Source: an optimization exercise on an open RTL-to-GDS flow (aim: small area, a short achievable clock period and few clock cycles). Production flows keep margins and buffers that such runs may drop.
RTL that was checked went through simulation tests only; none was proved equivalent to the original.
Power is estimated from default activity; no workload was simulated.

Setup of job 104:
Design axi_interconnect, start of the top module:
module axi_interconnect (
    input  logic                                         axi_clk,
    input  logic                                         arst_n,
    input  logic [axi_ic_pkg::N_MST*axi_ic_pkg::ID_W-1:0]   m_axi_arid,
    input  logic [axi_ic_pkg::N_MST*axi_ic_pkg::ADDR_W-1:0] m_axi_araddr,
    input  logic [axi_ic_pkg::N_MST*axi_ic_pkg::LEN_W-1:0]  m_axi_arlen,
    input  logic [axi_ic_pkg::N_MST*3-1:0]                  m_axi_arsize,
    input  logic [axi_ic_pkg::N_MST*2-1:0]                  m_axi_arburst,
    input  logic [axi_ic_pkg::N_MST-1:0]                    m_axi_arvalid,
    output logic [axi_ic_pkg::N_MST-1:0]                    m_axi_arready,
    output logic [axi_ic_pkg::N_MST*axi_ic_pkg::ID_W-1:0]   m_axi_rid,
    output logic [axi_ic_pkg::N_MST*axi_ic_pkg::DATA_W-1:0] m_axi_rdata,
    output logic [axi_ic_pkg::N_MST*2-1:0]                  m_axi_rresp,
    output logic [axi_ic_pkg::N_MST-1:0]                    m_axi_rlast,
    output logic [axi_ic_pkg::N_MST-1:0]                    m_axi_rvalid,
    input  logic [axi_ic_pkg::N_MST-1:0]                    m_axi_rready,
    output logic [axi_ic_pkg::N_SLV*axi_ic_pkg::SID_W-1:0]  s_axi_arid,
    output logic [axi_ic_pkg::N_SLV*axi_ic_pkg::ADDR_W-1:0] s_axi_araddr,
    output logic [axi_ic_pkg::N_SLV*axi_ic_pkg::LEN_W-1:0]  s_axi_arlen,
    output logic [axi_ic_pkg::N_SLV*3-1:0]                  s_axi_arsize,
    output logic [axi_ic_pkg::N_SLV*2-1:0]                  s_axi_arburst,
    output logic [axi_ic_pkg::N_SLV-1:0]                    s_axi_arvalid,
    input  logic [axi_ic_pkg::N_SLV-1:0]                    s_axi_arready,
    input  logic [axi_ic_pkg::N_SLV*axi_ic_pkg::SID_W-1:0]  s_axi_rid,
    input  logic [axi_ic_pkg::N_SLV*axi_ic_pkg::DATA_W-1:0] s_axi_rdata,
    input  logic [axi_ic_pkg::N_SLV*2-1:0]                  s_axi_rresp,
    input  logic [axi_ic_pkg::N_SLV-1:0]                    s_axi_rlast,
    input  logic [axi_ic_pkg::N_SLV-1:0]                    s_axi_rvalid,
    output logic [axi_ic_pkg::N_SLV-1:0]                    s_axi_rready
);
  ...
==> module axi_interconnect, before the edit <==
module axi_interconnect (
    input  logic                                         axi_clk,
    input  logic                                         arst_n,
    input  logic [axi_ic_pkg::N_MST*axi_ic_pkg::ID_W-1:0]   m_axi_arid,
    input  logic [axi_ic_pkg::N_MST*axi_ic_pkg::ADDR_W-1:0] m_axi_araddr,
    input  logic [axi_ic_pkg::N_MST*axi_ic_pkg::LEN_W-1:0]  m_axi_arlen,
    input  logic [axi_ic_pkg::N_MST*3-1:0]                  m_axi_arsize,
    input  logic [axi_ic_pkg::N_MST*2-1:0]                  m_axi_arburst,
    input  logic [axi_ic_pkg::N_MST-1:0]                    m_axi_arvalid,
    output logic [axi_ic_pkg::N_MST-1:0]                    m_axi_arready,
    output logic [axi_ic_pkg::N_MST*axi_ic_pkg::ID_W-1:0]   m_axi_rid,
    output logic [axi_ic_pkg::N_MST*axi_ic_pkg::DATA_W-1:0] m_axi_rdata,
    output logic [axi_ic_pkg::N_MST*2-1:0]                  m_axi_rresp,
    output logic [axi_ic_pkg::N_MST-1:0]                    m_axi_rlast,
    output logic [axi_ic_pkg::N_MST-1:0]                    m_axi_rvalid,
    input  logic [axi_ic_pkg::N_MST-1:0]                    m_axi_rready,
    output logic [axi_ic_pkg::N_SLV*axi_ic_pkg::SID_W-1:0]  s_axi_arid,
    output logic [axi_ic_pkg::N_SLV*axi_ic_pkg::ADDR_W-1:0] s_axi_araddr,
    output logic [axi_ic_pkg::N_SLV*axi_ic_pkg::LEN_W-1:0]  s_axi_arlen,
    output logic [axi_ic_pkg::N_SLV*3-1:0]                  s_axi_arsize,
    output logic [axi_ic_pkg::N_SLV*2-1:0]                  s_axi_arburst,
    output logic [axi_ic_pkg::N_SLV-1:0]                    s_axi_arvalid,
    input  logic [axi_ic_pkg::N_SLV-1:0]                    s_axi_arready,
    input  logic [axi_ic_pkg::N_SLV*axi_ic_pkg::SID_W-1:0]  s_axi_rid,
    input  logic [axi_ic_pkg::N_SLV*axi_ic_pkg::DATA_W-1:0] s_axi_rdata,
    input  logic [axi_ic_pkg::N_SLV*2-1:0]                  s_axi_rresp,
    input  logic [axi_ic_pkg::N_SLV-1:0]                    s_axi_rlast,
    input  logic [axi_ic_pkg::N_SLV-1:0]                    s_axi_rvalid,
    output logic [axi_ic_pkg::N_SLV-1:0]                    s_axi_rready
);
    localparam int N_MST  = axi_ic_pkg::N_MST;
    localparam int N_SLV  = axi_ic_pkg::N_SLV;
    localparam int ID_W   = axi_ic_pkg::ID_W;
    localparam int SID_W  = axi_ic_pkg::SID_W;
    localparam int ADDR_W = axi_ic_pkg::ADDR_W;
    localparam int DATA_W = axi_ic_pkg::DATA_W;
    localparam int LEN_W  = axi_ic_pkg::LEN_W;
    localparam int MAR_W  = axi_ic_pkg::MAR_W;
    localparam int SAR_W  = axi_ic_pkg::SAR_W;
    localparam int SR_W   = axi_ic_pkg::SR_W;
    localparam int MR_W   = axi_ic_pkg::MR_W;
    logic [N_MST*MAR_W-1:0]     m_ar_q;
    logic [N_MST-1:0]           m_ar_vld;
    logic [N_MST-1:0]           m_ar_rdy;
    logic [(N_SLV+1)*SAR_W-1:0] s_ar_d;      
    logic [N_SLV:0]             s_ar_vld;
    logic [N_SLV:0]             s_ar_rdy;
    logic [(N_SLV+1)*SR_W-1:0]  s_r_q;
    logic [N_SLV:0]             s_r_vld;
    logic [N_SLV:0]             s_r_rdy;
    logic [N_MST*MR_W-1:0]      m_r_d;
    logic [N_MST-1:0]           m_r_vld;
    logic [N_MST-1:0]           m_r_rdy;
    logic [N_MST-1:0]           err_src;     
    logic [N_MST-1:0]           err_dst;     
    logic                       err_done;    
    for (genvar i = 0; i < N_MST; i++) begin : g_mst
        assign m_ar_q[i*MAR_W +: MAR_W] = {m_axi_arid[i*ID_W +: ID_W], m_axi_araddr[i*ADDR_W +: ADDR_W],
                                           m_axi_arlen[i*LEN_W +: LEN_W], m_axi_arsize[i*3 +: 3],
                                           m_axi_arburst[i*2 +: 2]};
        assign m_ar_vld[i]      = m_axi_arvalid[i];
        assign m_axi_arready[i] = m_ar_rdy[i];
        assign {m_axi_rid[i*ID_W +: ID_W], m_axi_rdata[i*DATA_W +: DATA_W],
                m_axi_rresp[i*2 +: 2], m_axi_rlast[i]} = m_r_d[i*MR_W +: MR_W];
        assign m_axi_rvalid[i]  = m_r_vld[i] && arst_n;      
        assign m_r_rdy[i]       = m_axi_rready[i];
    end
    for (genvar i = 0; i < N_SLV; i++) begin : g_slv
        assign {s_axi_arid[i*SID_W +: SID_W], s_axi_araddr[i*ADDR_W +: ADDR_W],
                s_axi_arlen[i*LEN_W +: LEN_W], s_axi_arsize[i*3 +: 3],
                s_axi_arburst[i*2 +: 2]} = s_ar_d[i*SAR_W +: SAR_W];
        assign s_axi_arvalid[i] = s_ar_vld[i] && arst_n;     
        assign s_ar_rdy[i]      = s_axi_arready[i];
        assign s_r_q[i*SR_W +: SR_W] = {s_axi_rid[i*SID_W +: SID_W], s_axi_rdata[i*DATA_W +: DATA_W],
                                        s_axi_rresp[i*2 +: 2], s_axi_rlast[i]};
        assign s_r_vld[i]       = s_axi_rvalid[i];
        assign s_axi_rready[i]  = s_r_rdy[i];
    end
    ar_router u_ar_router (
        .clk    (axi_clk),
        .arst_n (arst_n),
        .m_vld  (m_ar_vld),
        .m_ar   (m_ar_q),
        .s_rdy  (s_ar_rdy),
        .err_done(err_done),
        .m_rdy  (m_ar_rdy),
        .s_vld  (s_ar_vld),
        .s_ar   (s_ar_d),
        .err_src(err_src)
    );
    decerr_slave u_decerr_slave (
        .clk    (axi_clk),
        .arst_n (arst_n),
        .ar_vld (s_ar_vld[N_SLV]),
        .ar     (s_ar_d[N_SLV*SAR_W +: SAR_W]),
        .ar_src (err_src),
        .r_rdy  (s_r_rdy[N_SLV]),
        .ar_rdy (s_ar_rdy[N_SLV]),
        .r_vld  (s_r_vld[N_SLV]),
        .r      (s_r_q[N_SLV*SR_W +: SR_W]),
        .r_dst  (err_dst),
        .r_done (err_done)
    );
    r_router u_r_router (
        .clk    (axi_clk),
        .arst_n (arst_n),
        .s_vld  (s_r_vld),
        .s_r    (s_r_q),
        .err_dst(err_dst),
        .m_rdy  (m_r_rdy),
        .s_rdy  (s_r_rdy),
        .m_vld  (m_r_vld),
        .m_r    (m_r_d)
    );
endmodule
Settings: LEC_CHECK=0, ABC_AREA=1, CAP_MARGIN=20, CORE_AREA=40 40 160 160, DIE_AREA=0 0 200 200, SETUP_SLACK_MARGIN=1.7, SLEW_MARGIN=20; clock period 4.5 ns.
standard.sh (not shown) runs the stock make flow with config.mk's settings and CLKGATE_MAP_FILE= SYNTH_SCRIPT=/design/flow/synth_recipe.tcl, a recipe that flattens the netlist after the stock synthesis.
==> flow/flow/run.sh <==
#!/bin/bash
# The standard layout with two changes:
#  - plain buf_1 cells as the port buffers, instead of the delay buffers that
#    buffer_ports picks by default;
#  - a222oi_1 is not used: its three-high pull-up stack is slow, and the
#    one-hot multiplexers map to a22oi + nand2 instead.
set -euo pipefail
export BUFFER_PORTS_ARGS="-buffer_cell sky130_fd_sc_hd__buf_1"
cp config.mk own_config.mk
echo 'export DONT_USE_CELLS = sky130_fd_sc_hd__a222oi_1' >> own_config.mk
sed "s#DESIGN_CONFIG=[^ ]*#DESIGN_CONFIG=$PWD/own_config.mk#" standard.sh > own_standard.sh
bash own_standard.sh finish > standard.log 2>&1
Testbench counts of job 104, summed over its fixed seeds: cycles 7,526.
The following lists how job 105 was set up differently from job 104:
--- a/flow/design.v
+++ b/flow/design.v
@@ -320,9 +320,9 @@
                                            m_axi_arlen[i*LEN_W +: LEN_W], m_axi_arsize[i*3 +: 3],
                                            m_axi_arburst[i*2 +: 2]};
-        assign m_ar_vld[i]      = m_axi_arvalid[i];
+        assign m_ar_vld[i]      = m_axi_arvalid[i] && arst_n;    
         assign m_axi_arready[i] = m_ar_rdy[i];
         assign {m_axi_rid[i*ID_W +: ID_W], m_axi_rdata[i*DATA_W +: DATA_W],
                 m_axi_rresp[i*2 +: 2], m_axi_rlast[i]} = m_r_d[i*MR_W +: MR_W];
-        assign m_axi_rvalid[i]  = m_r_vld[i] && arst_n;      
+        assign m_axi_rvalid[i]  = m_r_vld[i];
         assign m_r_rdy[i]       = m_axi_rready[i];
     end
@@ -331,9 +331,9 @@
                 s_axi_arlen[i*LEN_W +: LEN_W], s_axi_arsize[i*3 +: 3],
                 s_axi_arburst[i*2 +: 2]} = s_ar_d[i*SAR_W +: SAR_W];
-        assign s_axi_arvalid[i] = s_ar_vld[i] && arst_n;     
+        assign s_axi_arvalid[i] = s_ar_vld[i];
         assign s_ar_rdy[i]      = s_axi_arready[i];
         assign s_r_q[i*SR_W +: SR_W] = {s_axi_rid[i*SID_W +: SID_W], s_axi_rdata[i*DATA_W +: DATA_W],
                                         s_axi_rresp[i*2 +: 2], s_axi_rlast[i]};
-        assign s_r_vld[i]       = s_axi_rvalid[i];
+        assign s_r_vld[i]       = s_axi_rvalid[i] && arst_n;     
         assign s_axi_rready[i]  = s_r_rdy[i];
     end
==> comparison <==
- Going from job 104 to job 105, the count of cells along the worst register-to-register path was found to have gone up by 4.
- Routed wirelength normalized by instance count: job 104 and job 105 compared, lower one is job 105
- Job 104 -> job 105: number of inserted filler cells in the final layout decreased by a few percent
- Going from job 104 to job 105, final area shows an increase of 0.46%, switching power of the nets shows a reduction of 26 uW.
- Sort job 104 and job 105 by post-synthesis share of cell area spent on and, or, nand and nor gates, descending, and job 105 comes first.
- Against job 104, job 105 comes in 0.64 points lower on effective utilization at floorplan.
- Comparing job 104 and job 105, the higher hold slack is on job 104.
Only the layout flow was run in job 105; the RTL was not checked for function there.

static timing again, ports no longer ideal:
In the flow no input, the clock included, has a driving cell. The finished layouts below were timed again as built, in two steps. Step 1: set_driving_cell puts a clkbuf_16 on axi_clk and a buf_2 on each other input, an assumption about the parent block. Step 2 adds t to the input delays and takes it off the output delays; t is the mean of the earliest and latest rising clock arrival at the registers after step 1. Input paths then give back, and output paths get back, about the clock's delay inside the block. Three values: ideal, step 1, step 2; two values: the first two.
run | t (ns) | setup WS [ns] | worst data-port slew with drivers (ns) | cell pins on the clock port's net
job 104 | 0.332 | 1.713 / 1.653 / 1.653 | 0.14 | 1
job 105 | 0.331 | 1.711 / 1.634 / 1.634 | 0.13 | 1
After both steps every run listed still meets setup and hold. The setup slack of job 105, which loses most, moves by -0.077 ns with the drivers and by -0.077 ns with both steps.
